Source: an optimization exercise on an open RTL-to-GDS flow (aim: small area, a short achievable clock period and few clock cycles per item). Production flows keep margins and buffers that such runs may drop. At most, simulation tests tie the RTL to the original design; equivalence was not proved.

==> run Z <==
==> flow/design.v <==
package gbp_pkg;
	localparam logic [7:0] TERM_RESET = 8'd13;
	localparam logic [7:0] CH_SPACE = 8'h20;
	localparam logic [7:0] CH_MINUS = 8'h2D;
	localparam logic [7:0] CH_POINT = 8'h2E;
	localparam logic [7:0] CH_A = 8'h41;
	localparam logic [7:0] CH_F = 8'h46;
	localparam logic [7:0] CH_G = 8'h47;
	localparam logic [7:0] CH_L = 8'h4C;
	localparam logic [7:0] CH_M = 8'h4D;
	localparam logic [7:0] CH_N = 8'h4E;
	localparam logic [7:0] CH_U = 8'h55;
	localparam logic [7:0] CH_V = 8'h56;
	localparam logic [7:0] CH_W = 8'h57;
	typedef logic [3:0] kind_t;
	localparam kind_t K_NONE = 4'd0;
	localparam kind_t K_N    = 4'd1;
	localparam kind_t K_G    = 4'd2;
	localparam kind_t K_M    = 4'd3;
	localparam kind_t K_F    = 4'd4;
	localparam kind_t K_L    = 4'd5;
	localparam kind_t K_W    = 4'd6;
	localparam kind_t K_U    = 4'd7;
	localparam kind_t K_V    = 4'd8;
	localparam kind_t K_A    = 4'd9;
	function automatic kind_t kind_of(input logic [7:0] c);
		kind_t k;
		case (c)
			CH_N: k = K_N;
			CH_G: k = K_G;
			CH_M: k = K_M;
			CH_F: k = K_F;
			CH_L: k = K_L;
			CH_W: k = K_W;
			CH_U: k = K_U;
			CH_V: k = K_V;
			CH_A: k = K_A;
			default: k = K_NONE;
		endcase
		kind_of = k;
	endfunction
endpackage
module gcode_block_parser_top #(
	parameter int AXIS_WORD_CHARS = 15,
	parameter int INT_WORD_DIGITS = 4
) (
	input  logic        clk,
	input  logic        arst_n,
	input  logic        cfg_we,
	input  logic [7:0]  cfg_wdata,
	input  logic        char_valid,
	input  logic [7:0]  char_in,
	output logic        char_ready,
	output logic        block_valid,
	input  logic        block_ready,
	output logic [13:0] block_number,
	output logic [1:0]  code_letter,
	output logic [6:0]  code_number,
	output logic [13:0] feed_value,
	output logic [13:0] repeat_count,
	output logic [31:0] x_milli,
	output logic [31:0] y_milli,
	output logic [31:0] z_milli,
	output logic [31:0] a_milli
);
	localparam int MAX_LIM = (AXIS_WORD_CHARS > INT_WORD_DIGITS) ? AXIS_WORD_CHARS
		: INT_WORD_DIGITS;
	localparam int CNT_W = $clog2(MAX_LIM + 1);
	localparam logic [CNT_W-1:0] LIM_AXIS = CNT_W'(AXIS_WORD_CHARS);
	localparam logic [CNT_W-1:0] LIM_INT = CNT_W'(INT_WORD_DIGITS);
	localparam logic [CNT_W-1:0] LIM_CODE = CNT_W'(2);
	localparam bit INT_SAT = (INT_WORD_DIGITS > 4);
	localparam int AW = 36;
	logic [7:0]       term_q;
	logic             cv_q;       
	logic [7:0]       c_q;        
	logic             ct_q;       
	logic             dg_q;       
	logic [3:0]       dv_q;       
	logic             bv_q;       
	logic             first_q;    
	logic             cr_q;       
	logic             tk_q;       
	gbp_pkg::kind_t            kind_q;
	logic             pw_q;       
	logic [CNT_W-1:0] cnt_q;
	logic             neg_q, pt_q, st_q, en_q, ovf_q;
	logic [1:0]       fd_q;
	logic             mul10_q;    
	logic [1:0]       wsel_q;     
	logic [AW-1:0]    acc_q;
	logic [13:0]      f_n, f_feed, f_rep;
	logic [1:0]       f_cl;
	logic [6:0]       f_cn;
	logic [31:0]      f_x, f_y, f_z, f_a;
	assign char_ready   = cr_q;
	assign block_valid  = bv_q;
	assign block_number = f_n;
	assign code_letter  = f_cl;
	assign code_number  = f_cn;
	assign feed_value   = f_feed;
	assign repeat_count = f_rep;
	assign x_milli      = f_x;
	assign y_milli      = f_y;
	assign z_milli      = f_z;
	assign a_milli      = f_a;
	logic take, stall, proc;
	logic cv_d, ct_d;
	assign take  = char_valid && cr_q;
	assign stall = cv_q && bv_q && (!first_q || ct_q);
	assign proc  = cv_q && !stall;
	assign cv_d  = stall ? cv_q : take;
	assign ct_d  = stall ? ct_q : (char_in == term_q);
	logic dig_in;
	assign dig_in = (char_in[7:4] == 4'h3) && (char_in[3:0] <= 4'd9);
	logic [7:0] c;
	logic       digit, is_sp, is_minus, is_point;
	logic       k_int, k_nl, k_fl, k_axis, early;
	logic [CNT_W-1:0] limit, cnt_inc;
	assign c        = c_q;
	assign digit    = dg_q;
	assign is_sp    = (c == gbp_pkg::CH_SPACE);
	assign is_minus = (c == gbp_pkg::CH_MINUS);
	assign is_point = (c == gbp_pkg::CH_POINT);
	assign k_nl     = (kind_q == gbp_pkg::K_N) || (kind_q == gbp_pkg::K_G) || (kind_q == gbp_pkg::K_M);
	assign k_fl     = (kind_q == gbp_pkg::K_F) || (kind_q == gbp_pkg::K_L);
	assign k_int    = k_nl || k_fl;
	assign k_axis   = (kind_q == gbp_pkg::K_W) || (kind_q == gbp_pkg::K_U) || (kind_q == gbp_pkg::K_V) || (kind_q == gbp_pkg::K_A);
	assign cnt_inc  = cnt_q + CNT_W'(1);
	always_comb begin
		case (kind_q)
			gbp_pkg::K_F: early = is_sp || (c == gbp_pkg::CH_N) || (c == gbp_pkg::CH_L);
			gbp_pkg::K_L: early = is_sp || (c == gbp_pkg::CH_N) || (c == gbp_pkg::CH_F);
			gbp_pkg::K_W, gbp_pkg::K_U, gbp_pkg::K_V, gbp_pkg::K_A: early = is_sp || (c == gbp_pkg::CH_N);
			default: early = 1'b0;
		endcase
	end
	always_comb begin
		case (kind_q)
			gbp_pkg::K_G, gbp_pkg::K_M: limit = LIM_CODE;
			gbp_pkg::K_W, gbp_pkg::K_U, gbp_pkg::K_V, gbp_pkg::K_A: limit = LIM_AXIS;
			default: limit = LIM_INT;
		endcase
	end
	logic word_open, absorb, open_new, wr;
	assign word_open = (kind_q != gbp_pkg::K_NONE) && !pw_q;
	assign absorb    = proc && !ct_q && word_open && !early;
	assign open_new  = proc && !ct_q && !(word_open && !early);
	assign wr        = pw_q || (proc && (kind_q != gbp_pkg::K_NONE) && (ct_q || early));
	logic add;
	logic n_neg, n_pt, n_st, n_en;
	logic [1:0] n_fd;
	always_comb begin
		add = 1'b0;
		n_neg = neg_q;
		n_pt = pt_q;
		n_st = st_q;
		n_en = en_q;
		n_fd = fd_q;
		if (k_nl) begin
			if (!en_q && !(is_sp && !st_q)) begin
				if (digit) begin
					n_st = 1'b1;
					add = 1'b1;
				end else begin
					n_en = 1'b1;
				end
			end
		end else if (k_fl) begin
			add = digit;
		end else begin
			if (!en_q) begin
				if (is_minus) begin
					if (st_q) n_en = 1'b1;
					else begin
						n_st = 1'b1;
						n_neg = 1'b1;
					end
				end else if (is_point) begin
					if (pt_q) n_en = 1'b1;
					else begin
						n_pt = 1'b1;
						n_st = 1'b1;
					end
				end else if (digit) begin
					n_st = 1'b1;
					if (!pt_q) add = 1'b1;
					else if (fd_q != 2'd3) begin
						add = 1'b1;
						n_fd = fd_q + 2'd1;
					end
				end
			end
		end
	end
	logic [1:0]  wsel;
	logic [13:0] bw;
	logic        mul10;
	assign wsel = wsel_q;
	always_comb begin
		bw = 14'd0;
		case ({wsel, dv_q})
			{2'd0, 4'd1}: bw = 14'd1000;
			{2'd0, 4'd2}: bw = 14'd2000;
			{2'd0, 4'd3}: bw = 14'd3000;
			{2'd0, 4'd4}: bw = 14'd4000;
			{2'd0, 4'd5}: bw = 14'd5000;
			{2'd0, 4'd6}: bw = 14'd6000;
			{2'd0, 4'd7}: bw = 14'd7000;
			{2'd0, 4'd8}: bw = 14'd8000;
			{2'd0, 4'd9}: bw = 14'd9000;
			{2'd1, 4'd1}: bw = 14'd100;
			{2'd1, 4'd2}: bw = 14'd200;
			{2'd1, 4'd3}: bw = 14'd300;
			{2'd1, 4'd4}: bw = 14'd400;
			{2'd1, 4'd5}: bw = 14'd500;
			{2'd1, 4'd6}: bw = 14'd600;
			{2'd1, 4'd7}: bw = 14'd700;
			{2'd1, 4'd8}: bw = 14'd800;
			{2'd1, 4'd9}: bw = 14'd900;
			{2'd2, 4'd1}: bw = 14'd10;
			{2'd2, 4'd2}: bw = 14'd20;
			{2'd2, 4'd3}: bw = 14'd30;
			{2'd2, 4'd4}: bw = 14'd40;
			{2'd2, 4'd5}: bw = 14'd50;
			{2'd2, 4'd6}: bw = 14'd60;
			{2'd2, 4'd7}: bw = 14'd70;
			{2'd2, 4'd8}: bw = 14'd80;
			{2'd2, 4'd9}: bw = 14'd90;
			default: bw = 14'(dv_q);
		endcase
	end
	assign mul10 = mul10_q;
	logic       o_axis;
	logic [1:0] n_wsel;
	assign o_axis = (gbp_pkg::kind_of(c) == gbp_pkg::K_W) || (gbp_pkg::kind_of(c) == gbp_pkg::K_U)
		|| (gbp_pkg::kind_of(c) == gbp_pkg::K_V) || (gbp_pkg::kind_of(c) == gbp_pkg::K_A);
	assign n_wsel = !k_axis ? 2'd3 : (!n_pt ? 2'd0 : n_fd + 2'd1);
	logic [AW-1:0] op1, op2, op3, csa_s, csa_c, acc_sum;
	logic          acc_oor;
	assign op1 = mul10 ? {acc_q[AW-4:0], 3'b000} : '0;
	assign op2 = mul10 ? {acc_q[AW-2:0], 1'b0} : acc_q;
	assign op3 = {{(AW-14){1'b0}}, bw} ^ {AW{neg_q}};
	assign csa_s = op1 ^ op2 ^ op3;
	assign csa_c = (op1 & op2) | (op1 & op3) | (op2 & op3);
	assign acc_sum = csa_s + {csa_c[AW-2:0], neg_q};
	assign acc_oor  = (acc_q[AW-1:31] != '0) && (acc_q[AW-1:31] != '1);
	logic        sat;
	logic [31:0] axis_val;
	logic [13:0] int_val;
	assign sat      = ovf_q || acc_oor;
	assign axis_val = sat ? {neg_q, {31{!neg_q}}} : acc_q[31:0];
	assign int_val  = (INT_SAT && (sat || (acc_q[31:0] > 32'd16383))) ? 14'd16383 : acc_q[13:0];
	logic emit, bv_d, first_d;
	assign emit    = proc && ct_q;
	assign bv_d    = emit || (bv_q && !block_ready);
	assign first_d = emit;
	always_ff @(posedge clk or negedge arst_n) begin
		if (!arst_n) begin
			term_q <= gbp_pkg::TERM_RESET;
			cv_q <= 1'b0;
			bv_q <= 1'b0;
			cr_q <= 1'b1;
			tk_q <= 1'b1;
			kind_q <= gbp_pkg::K_NONE;
			pw_q <= 1'b0;
		end else begin
			if (cfg_we) term_q <= cfg_wdata;
			cv_q <= cv_d;
			bv_q <= bv_d;
			cr_q <= !(bv_d && (!first_d || (cv_d && ct_d)));
			tk_q <= bv_q && block_ready;
			if (absorb) begin
				pw_q <= (cnt_inc >= limit);
			end else if (open_new) begin
				kind_q <= gbp_pkg::kind_of(c);
				pw_q <= 1'b0;
			end else if (emit || pw_q) begin
				kind_q <= gbp_pkg::K_NONE;
				pw_q <= 1'b0;
			end
		end
	end
	always_ff @(posedge clk) begin
		if (!stall) begin
			c_q <= char_in;
			dg_q <= dig_in;
			dv_q <= dig_in ? char_in[3:0] : 4'd0;
		end
		ct_q <= ct_d;
		first_q <= first_d;
		if (absorb) begin
			cnt_q <= cnt_inc;
			neg_q <= n_neg;
			pt_q <= n_pt;
			st_q <= n_st;
			en_q <= n_en;
			fd_q <= n_fd;
			mul10_q <= !(k_axis && n_pt);
			wsel_q <= n_wsel;
			if (add) begin
				acc_q <= acc_sum;
				ovf_q <= ovf_q || acc_oor;
			end
		end else if (open_new) begin
			cnt_q <= '0;
			neg_q <= 1'b0;
			pt_q <= 1'b0;
			st_q <= 1'b0;
			en_q <= 1'b0;
			fd_q <= 2'd0;
			mul10_q <= 1'b1;
			wsel_q <= o_axis ? 2'd0 : 2'd3;
			acc_q <= '0;
			ovf_q <= 1'b0;
		end
	end
	logic w_n, w_c, w_f, w_l, w_x, w_y, w_z, w_a;
	logic h_n, h_c, h_f, h_l, h_x, h_y, h_z, h_a;
	assign w_n = wr && (kind_q == gbp_pkg::K_N);
	assign w_c = wr && (kind_q == gbp_pkg::K_G || kind_q == gbp_pkg::K_M);
	assign w_f = wr && (kind_q == gbp_pkg::K_F);
	assign w_l = wr && (kind_q == gbp_pkg::K_L);
	assign w_x = wr && (kind_q == gbp_pkg::K_W);
	assign w_y = wr && (kind_q == gbp_pkg::K_U);
	assign w_z = wr && (kind_q == gbp_pkg::K_V);
	assign w_a = wr && (kind_q == gbp_pkg::K_A);
	assign h_n = !w_n && !tk_q;
	assign h_c = !w_c && !tk_q;
	assign h_f = !w_f && !tk_q;
	assign h_l = !w_l && !tk_q;
	assign h_x = !w_x && !tk_q;
	assign h_y = !w_y && !tk_q;
	assign h_z = !w_z && !tk_q;
	assign h_a = !w_a && !tk_q;
	logic [1:0] cl_val;
	assign cl_val = (kind_q == gbp_pkg::K_G) ? 2'd1 : 2'd2;
	always_ff @(posedge clk) begin
		f_n    <= ({14{w_n}} & int_val) | ({14{h_n}} & f_n);
		f_cl   <= ({2{w_c}} & cl_val) | ({2{h_c}} & f_cl);
		f_cn   <= ({7{w_c}} & int_val[6:0]) | ({7{h_c}} & f_cn);
		f_feed <= ({14{w_f}} & int_val) | ({14{h_f}} & f_feed);
		f_rep  <= ({14{w_l}} & int_val) | ({14{h_l}} & f_rep) | {13'd0, tk_q && !w_l};
		f_x    <= ({32{w_x}} & axis_val) | ({32{h_x}} & f_x);
		f_y    <= ({32{w_y}} & axis_val) | ({32{h_y}} & f_y);
		f_z    <= ({32{w_z}} & axis_val) | ({32{h_z}} & f_z);
		f_a    <= ({32{w_a}} & axis_val) | ({32{h_a}} & f_a);
	end
endmodule
==> flow/flow/run.sh <==
#!/bin/bash
set -euo pipefail
bash standard.sh "BUFFER_PORTS_ARGS=-buffer_cell sky130_fd_sc_hd__buf_1" finish > flow_make.log 2>&1
==> flow/standard.sh <==
#!/bin/bash
# synth_recipe.tcl (not shown) runs the flow's synth.tcl, then flattens the netlist and writes it again
# the make line also repeats each setting of config.mk as NAME=value (left out here)
make -C /OpenROAD-flow-scripts/flow DESIGN_CONFIG=/design/flow/config.mk WORK_HOME=/design/flow/orfs CLKGATE_MAP_FILE= SYNTH_SCRIPT=/design/flow/synth_recipe.tcl "${@:-finish}"
==> flow/config.mk <==
export PLATFORM = sky130hd
export DESIGN_NAME = gcode_block_parser_top
export DESIGN_NICKNAME = gcode_block_parser_top
export VERILOG_FILES = /design/flow/design.v
export SDC_FILE = /design/flow/constraint.sdc
export NUM_CORES = 4
export LEC_CHECK = 0
export ABC_AREA = 1
export CAP_MARGIN = 20
export CORE_MARGIN = 2
export CORE_UTILIZATION = 40
export SETUP_SLACK_MARGIN = 4.5
export SLEW_MARGIN = 20
==> flow/constraint.sdc <==
create_clock -name core_clock -period 8.0 [get_ports {clk}]
set_input_delay 1.6000 -clock core_clock [delete_from_list [all_inputs] [get_ports {clk}]]
set_output_delay 1.6000 -clock core_clock [all_outputs]
set_load 0.01 [all_outputs]
==> inputs of run C, as changes to run Z <==
--- a/flow/design.v
+++ b/flow/design.v
@@ -41,2 +41,17 @@
 	endfunction
+	typedef logic [3:0] cls_t;
+	localparam cls_t C_OTHER = 4'd0;
+	localparam cls_t C_DIGIT = 4'd10;
+	localparam cls_t C_SPACE = 4'd11;
+	localparam cls_t C_MINUS = 4'd12;
+	localparam cls_t C_POINT = 4'd13;
+	function automatic cls_t cls_of(input logic [7:0] c);
+		cls_t k;
+		k = kind_of(c);
+		if ((c[7:4] == 4'h3) && (c[3:0] <= 4'd9)) k = C_DIGIT;
+		else if (c == CH_SPACE) k = C_SPACE;
+		else if (c == CH_MINUS) k = C_MINUS;
+		else if (c == CH_POINT) k = C_POINT;
+		cls_of = k;
+	endfunction
 endpackage
@@ -72,9 +87,8 @@
 	localparam bit INT_SAT = (INT_WORD_DIGITS > 4);
-	localparam int AW = 36;
+	localparam int AW = 33;
 	logic [7:0]       term_q;
 	logic             cv_q;       
-	logic [7:0]       c_q;        
+	gbp_pkg::cls_t    cls_q;      
 	logic             ct_q;       
-	logic             dg_q;       
-	logic [3:0]       dv_q;       
+	logic [14:0]      wt_q;       
 	logic             bv_q;       
@@ -89,2 +103,5 @@
 	logic             mul10_q;    
+	logic             frac_q;     
+	logic             mul10b_q;   
+	logic             fracb_q;
 	logic [1:0]       wsel_q;     
@@ -106,2 +123,20 @@
 	assign a_milli      = f_a;
+	function automatic logic [AW-1:0] add_sk(input logic [AW-1:0] a, input logic [AW-1:0] b,
+		input logic kill);
+		logic [AW-1:0] g, p, x;
+		int j;
+		x = a ^ b;
+		g = a & b;
+		p = x;
+		for (int l = 0; (1 << l) < AW; l++) begin
+			for (int i = 0; i < AW; i++) begin
+				if (((i >> l) & 1) == 1) begin
+					j = ((i >> l) << l) - 1;
+					g[i] = g[i] | (p[i] & g[j]);
+					p[i] = p[i] & p[j];
+				end
+			end
+		end
+		add_sk = (x & {AW{!kill}}) ^ ({g[AW-2:0], 1'b0} & {AW{!kill}});
+	endfunction
 	logic take, stall, proc;
@@ -113,13 +148,14 @@
 	assign ct_d  = stall ? ct_q : (char_in == term_q);
-	logic dig_in;
-	assign dig_in = (char_in[7:4] == 4'h3) && (char_in[3:0] <= 4'd9);
-	logic [7:0] c;
-	logic       digit, is_sp, is_minus, is_point;
+	gbp_pkg::kind_t kc;
+	logic       digit, is_sp, is_minus, is_point, is_n, is_l, is_f;
 	logic       k_int, k_nl, k_fl, k_axis, early;
 	logic [CNT_W-1:0] limit, cnt_inc;
-	assign c        = c_q;
-	assign digit    = dg_q;
-	assign is_sp    = (c == gbp_pkg::CH_SPACE);
-	assign is_minus = (c == gbp_pkg::CH_MINUS);
-	assign is_point = (c == gbp_pkg::CH_POINT);
+	assign kc       = (cls_q <= 4'd9) ? cls_q : gbp_pkg::K_NONE;    
+	assign digit    = (cls_q == gbp_pkg::C_DIGIT);
+	assign is_sp    = (cls_q == gbp_pkg::C_SPACE);
+	assign is_minus = (cls_q == gbp_pkg::C_MINUS);
+	assign is_point = (cls_q == gbp_pkg::C_POINT);
+	assign is_n     = (cls_q == gbp_pkg::K_N);
+	assign is_l     = (cls_q == gbp_pkg::K_L);
+	assign is_f     = (cls_q == gbp_pkg::K_F);
 	assign k_nl     = (kind_q == gbp_pkg::K_N) || (kind_q == gbp_pkg::K_G) || (kind_q == gbp_pkg::K_M);
@@ -131,5 +167,5 @@
 		case (kind_q)
-			gbp_pkg::K_F: early = is_sp || (c == gbp_pkg::CH_N) || (c == gbp_pkg::CH_L);
-			gbp_pkg::K_L: early = is_sp || (c == gbp_pkg::CH_N) || (c == gbp_pkg::CH_F);
-			gbp_pkg::K_W, gbp_pkg::K_U, gbp_pkg::K_V, gbp_pkg::K_A: early = is_sp || (c == gbp_pkg::CH_N);
+			gbp_pkg::K_F: early = is_sp || is_n || is_l;
+			gbp_pkg::K_L: early = is_sp || is_n || is_f;
+			gbp_pkg::K_W, gbp_pkg::K_U, gbp_pkg::K_V, gbp_pkg::K_A: early = is_sp || is_n;
 			default: early = 1'b0;
@@ -195,9 +231,16 @@
 	end
-	logic [1:0]  wsel;
+	logic       mul10;
+	logic       o_axis;
+	logic [1:0] n_wsel, wsel_d;
+	logic       neg_d;
+	assign mul10 = mul10_q;
+	assign o_axis = (kc == gbp_pkg::K_W) || (kc == gbp_pkg::K_U) || (kc == gbp_pkg::K_V)
+		|| (kc == gbp_pkg::K_A);
+	assign n_wsel = !k_axis ? 2'd3 : (!n_pt ? 2'd0 : n_fd + 2'd1);
+	assign wsel_d = absorb ? n_wsel : (open_new ? (o_axis ? 2'd0 : 2'd3) : wsel_q);
+	assign neg_d  = absorb ? n_neg : (open_new ? 1'b0 : neg_q);
 	logic [13:0] bw;
-	logic        mul10;
-	assign wsel = wsel_q;
 	always_comb begin
 		bw = 14'd0;
-		case ({wsel, dv_q})
+		case ({wsel_d, char_in[3:0]})
 			{2'd0, 4'd1}: bw = 14'd1000;
@@ -229,20 +272,29 @@
 			{2'd2, 4'd9}: bw = 14'd90;
-			default: bw = 14'(dv_q);
+			{2'd3, 4'd0}: bw = 14'd0;
+			{2'd3, 4'd1}: bw = 14'd1;
+			{2'd3, 4'd2}: bw = 14'd2;
+			{2'd3, 4'd3}: bw = 14'd3;
+			{2'd3, 4'd4}: bw = 14'd4;
+			{2'd3, 4'd5}: bw = 14'd5;
+			{2'd3, 4'd6}: bw = 14'd6;
+			{2'd3, 4'd7}: bw = 14'd7;
+			{2'd3, 4'd8}: bw = 14'd8;
+			{2'd3, 4'd9}: bw = 14'd9;
+			default: bw = 14'd0;
 		endcase
 	end
-	assign mul10 = mul10_q;
-	logic       o_axis;
-	logic [1:0] n_wsel;
-	assign o_axis = (gbp_pkg::kind_of(c) == gbp_pkg::K_W) || (gbp_pkg::kind_of(c) == gbp_pkg::K_U)
-		|| (gbp_pkg::kind_of(c) == gbp_pkg::K_V) || (gbp_pkg::kind_of(c) == gbp_pkg::K_A);
-	assign n_wsel = !k_axis ? 2'd3 : (!n_pt ? 2'd0 : n_fd + 2'd1);
 	logic [AW-1:0] op1, op2, op3, csa_s, csa_c, acc_sum;
 	logic          acc_oor;
-	assign op1 = mul10 ? {acc_q[AW-4:0], 3'b000} : '0;
-	assign op2 = mul10 ? {acc_q[AW-2:0], 1'b0} : acc_q;
-	assign op3 = {{(AW-14){1'b0}}, bw} ^ {AW{neg_q}};
+	localparam int HB = AW / 2;
+	assign op1[HB-1:0]  = mul10_q ? {acc_q[HB-4:0], 3'b000} : '0;
+	assign op1[AW-1:HB] = mul10b_q ? acc_q[AW-4:HB-3] : '0;
+	assign op2[HB-1:0]  = !frac_q ? {acc_q[HB-2:0], 1'b0} : acc_q[HB-1:0];
+	assign op2[AW-1:HB] = !fracb_q ? acc_q[AW-2:HB-1] : acc_q[AW-1:HB];
+	assign op3 = {{(AW-15){wt_q[14]}}, wt_q};
 	assign csa_s = op1 ^ op2 ^ op3;
 	assign csa_c = (op1 & op2) | (op1 & op3) | (op2 & op3);
-	assign acc_sum = csa_s + {csa_c[AW-2:0], neg_q};
-	assign acc_oor  = (acc_q[AW-1:31] != '0) && (acc_q[AW-1:31] != '1);
+	assign acc_sum = add_sk(csa_s, {csa_c[AW-2:0], wt_q[14]}, !absorb);
+	assign acc_oor  = (acc_q[AW-1] != acc_q[31]);
+	logic          acc_big;
+	assign acc_big  = !frac_q && (acc_q[30:28] != {3{acc_q[31]}});
 	logic        sat;
@@ -275,3 +327,3 @@
 			end else if (open_new) begin
-				kind_q <= gbp_pkg::kind_of(c);
+				kind_q <= kc;
 				pw_q <= 1'b0;
@@ -285,5 +337,4 @@
 		if (!stall) begin
-			c_q <= char_in;
-			dg_q <= dig_in;
-			dv_q <= dig_in ? char_in[3:0] : 4'd0;
+			cls_q <= gbp_pkg::cls_of(char_in);
+			wt_q <= {neg_d, bw ^ {14{neg_d}}};
 		end
@@ -299,6 +350,8 @@
 			mul10_q <= !(k_axis && n_pt);
-			wsel_q <= n_wsel;
+			frac_q <= k_axis && n_pt;
+			mul10b_q <= !n_pt;
+			fracb_q <= n_pt && !k_int;
+			wsel_q <= wsel_d;
 			if (add) begin
-				acc_q <= acc_sum;
-				ovf_q <= ovf_q || acc_oor;
+				ovf_q <= ovf_q || acc_oor || acc_big;
 			end
@@ -312,6 +365,9 @@
 			mul10_q <= 1'b1;
-			wsel_q <= o_axis ? 2'd0 : 2'd3;
-			acc_q <= '0;
+			frac_q <= 1'b0;
+			mul10b_q <= 1'b1;
+			fracb_q <= 1'b0;
+			wsel_q <= wsel_d;
 			ovf_q <= 1'b0;
 		end
+		if ((absorb && add) || open_new) acc_q <= acc_sum;
 	end
CTS_BUF_LIST = sky130_fd_sc_hd__clkbuf_16   (was unset)
CTS_CLUSTER_DIAMETER = 120   (was unset)
CTS_CLUSTER_SIZE = 20   (was unset)
SETUP_SLACK_MARGIN = 4.9   (was 4.5)
==> inputs of run B, as changes to run Z <==
==> flow/run.sh (new file) <==
#!/bin/bash
# synth_recipe.tcl (not shown) runs the flow's synth.tcl, then flattens the netlist and writes it again
# the make line also repeats each setting of config.mk as NAME=value (left out here)
make -C /OpenROAD-flow-scripts/flow DESIGN_CONFIG=/design/flow/config.mk WORK_HOME=/design/flow/orfs CLKGATE_MAP_FILE= SYNTH_SCRIPT=/design/flow/synth_recipe.tcl finish
removed: flow/flow/run.sh
removed: flow/standard.sh
==> inputs of run R, as changes to run Z <==
--- a/flow/design.v
+++ b/flow/design.v
@@ -77,4 +77,2 @@
 	logic             ct_q;       
-	logic             dg_q;       
-	logic [3:0]       dv_q;       
 	logic             bv_q;       
@@ -88,4 +86,2 @@
 	logic [1:0]       fd_q;
-	logic             mul10_q;    
-	logic [1:0]       wsel_q;     
 	logic [AW-1:0]    acc_q;
@@ -113,4 +109,2 @@
 	assign ct_d  = stall ? ct_q : (char_in == term_q);
-	logic dig_in;
-	assign dig_in = (char_in[7:4] == 4'h3) && (char_in[3:0] <= 4'd9);
 	logic [7:0] c;
@@ -120,3 +114,3 @@
 	assign c        = c_q;
-	assign digit    = dg_q;
+	assign digit    = (c[7:4] == 4'h3) && (c[3:0] <= 4'd9);
 	assign is_sp    = (c == gbp_pkg::CH_SPACE);
@@ -198,6 +192,6 @@
 	logic        mul10;
-	assign wsel = wsel_q;
+	assign wsel = !k_axis ? 2'd3 : (!pt_q ? 2'd0 : fd_q + 2'd1);
 	always_comb begin
 		bw = 14'd0;
-		case ({wsel, dv_q})
+		case ({wsel, c[3:0]})
 			{2'd0, 4'd1}: bw = 14'd1000;
@@ -229,11 +223,6 @@
 			{2'd2, 4'd9}: bw = 14'd90;
-			default: bw = 14'(dv_q);
+			default: bw = 14'(c[3:0]);
 		endcase
 	end
-	assign mul10 = mul10_q;
-	logic       o_axis;
-	logic [1:0] n_wsel;
-	assign o_axis = (gbp_pkg::kind_of(c) == gbp_pkg::K_W) || (gbp_pkg::kind_of(c) == gbp_pkg::K_U)
-		|| (gbp_pkg::kind_of(c) == gbp_pkg::K_V) || (gbp_pkg::kind_of(c) == gbp_pkg::K_A);
-	assign n_wsel = !k_axis ? 2'd3 : (!n_pt ? 2'd0 : n_fd + 2'd1);
+	assign mul10 = !k_axis || !pt_q;
 	logic [AW-1:0] op1, op2, op3, csa_s, csa_c, acc_sum;
@@ -286,4 +275,2 @@
 			c_q <= char_in;
-			dg_q <= dig_in;
-			dv_q <= dig_in ? char_in[3:0] : 4'd0;
 		end
@@ -298,4 +285,2 @@
 			fd_q <= n_fd;
-			mul10_q <= !(k_axis && n_pt);
-			wsel_q <= n_wsel;
 			if (add) begin
@@ -311,4 +296,2 @@
 			fd_q <= 2'd0;
-			mul10_q <= 1'b1;
-			wsel_q <= o_axis ? 2'd0 : 2'd3;
 			acc_q <= '0;
==> flow/run.sh (new file) <==
#!/bin/bash
# synth_recipe.tcl (not shown) runs the flow's synth.tcl, then flattens the netlist and writes it again
# the make line also repeats each setting of config.mk as NAME=value (left out here)
make -C /OpenROAD-flow-scripts/flow DESIGN_CONFIG=/design/flow/config.mk WORK_HOME=/design/flow/orfs CLKGATE_MAP_FILE= SYNTH_SCRIPT=/design/flow/synth_recipe.tcl finish
ABC_AREA = unset   (was 1)
ABC_CLOCK_PERIOD_IN_PS = 3500   (was unset)
removed: flow/flow/run.sh
removed: flow/standard.sh
==> run summary <==
	run Z	run R	run B	run C
Data-path buffer share of cell area in the final layout	6.36%	13.8%	12.6%	7.10%
Setup Slack @ Placement	3.87 ns	2.67 ns	3.72 ns	3.98 ns
Post-synth top area share	25.2%	26.1%	25.2%	26.7%
Number of violations reported at the end of detailed-routing iteration 0	849	888	887	936
Sequential fraction of total cell area	34.1%	31.6%	31.9%	38.1%
Transition at the pin with the smallest max-transition slack	1.04 ns	0.970 ns	0.995 ns	1.03 ns
Inserted Clock Buffers	29	28	29	17
Yosys reg bits	261	253	261	267
Outcome	finished clean	finished clean	finished clean	finished clean
Reg2reg start	dv_q[1]	c_q[1]	dv_q[3]	wt_q[14]
Synthesized area divided by synthesized cell count	8.00 um2	9.19 um2	8.00 um2	8.16 um2
Placeable core area	35,500 um2	34,400 um2	35,500 um2	33,500 um2
Post-route fraction of the period consumed by the critical path	46.5%	55.7%	47.0%	38.7%
R2R Setup Slk	4.28 ns	3.55 ns	4.24 ns	4.92 ns
Area taken by flip-flops and latches	5950 um2	5710 um2	5950 um2	6120 um2
Testbench counts of run Z, summed over its fixed seeds: cycles 82,158, chars 82,147.
Testbench counts of run C, summed over its fixed seeds: cycles 82,158, chars 82,147.
Testbench counts of run B, summed over its fixed seeds: cycles 82,158, chars 82,147.
No functional check of the RTL was part of run R.

[static timing again, ports no longer ideal]
The flow's constraints put no driver on any port. The routed layouts listed below were extracted and timed again, unchanged, in two steps.
Step 1, drivers: a clkbuf_16 drives clk and a buf_2 each remaining input, both assumed.
Step 2 times the ports against the registers' clock, not the clock port: input delays grow and output delays shrink by t, the midpoint of the rising clock arrivals with the driver on.
Three values: ideal, step 1, step 2; two values: the first two.
run	shift t [ns]	setup slack, ns	cell pins on the clock port's net
run Z	0.611	4.281 / 4.281 / 4.281	1
run C	0.550	4.900 / 4.923 / 4.381	1
run B	0.610	4.237 / 4.237 / 4.237	1
run R	0.585	3.547 / 3.547 / 3.547	1
After both steps setup and hold are still met in every run listed. The setup slack of run C, which loses most, moves by +0.023 ns with the drivers and by -0.519 ns with both steps.
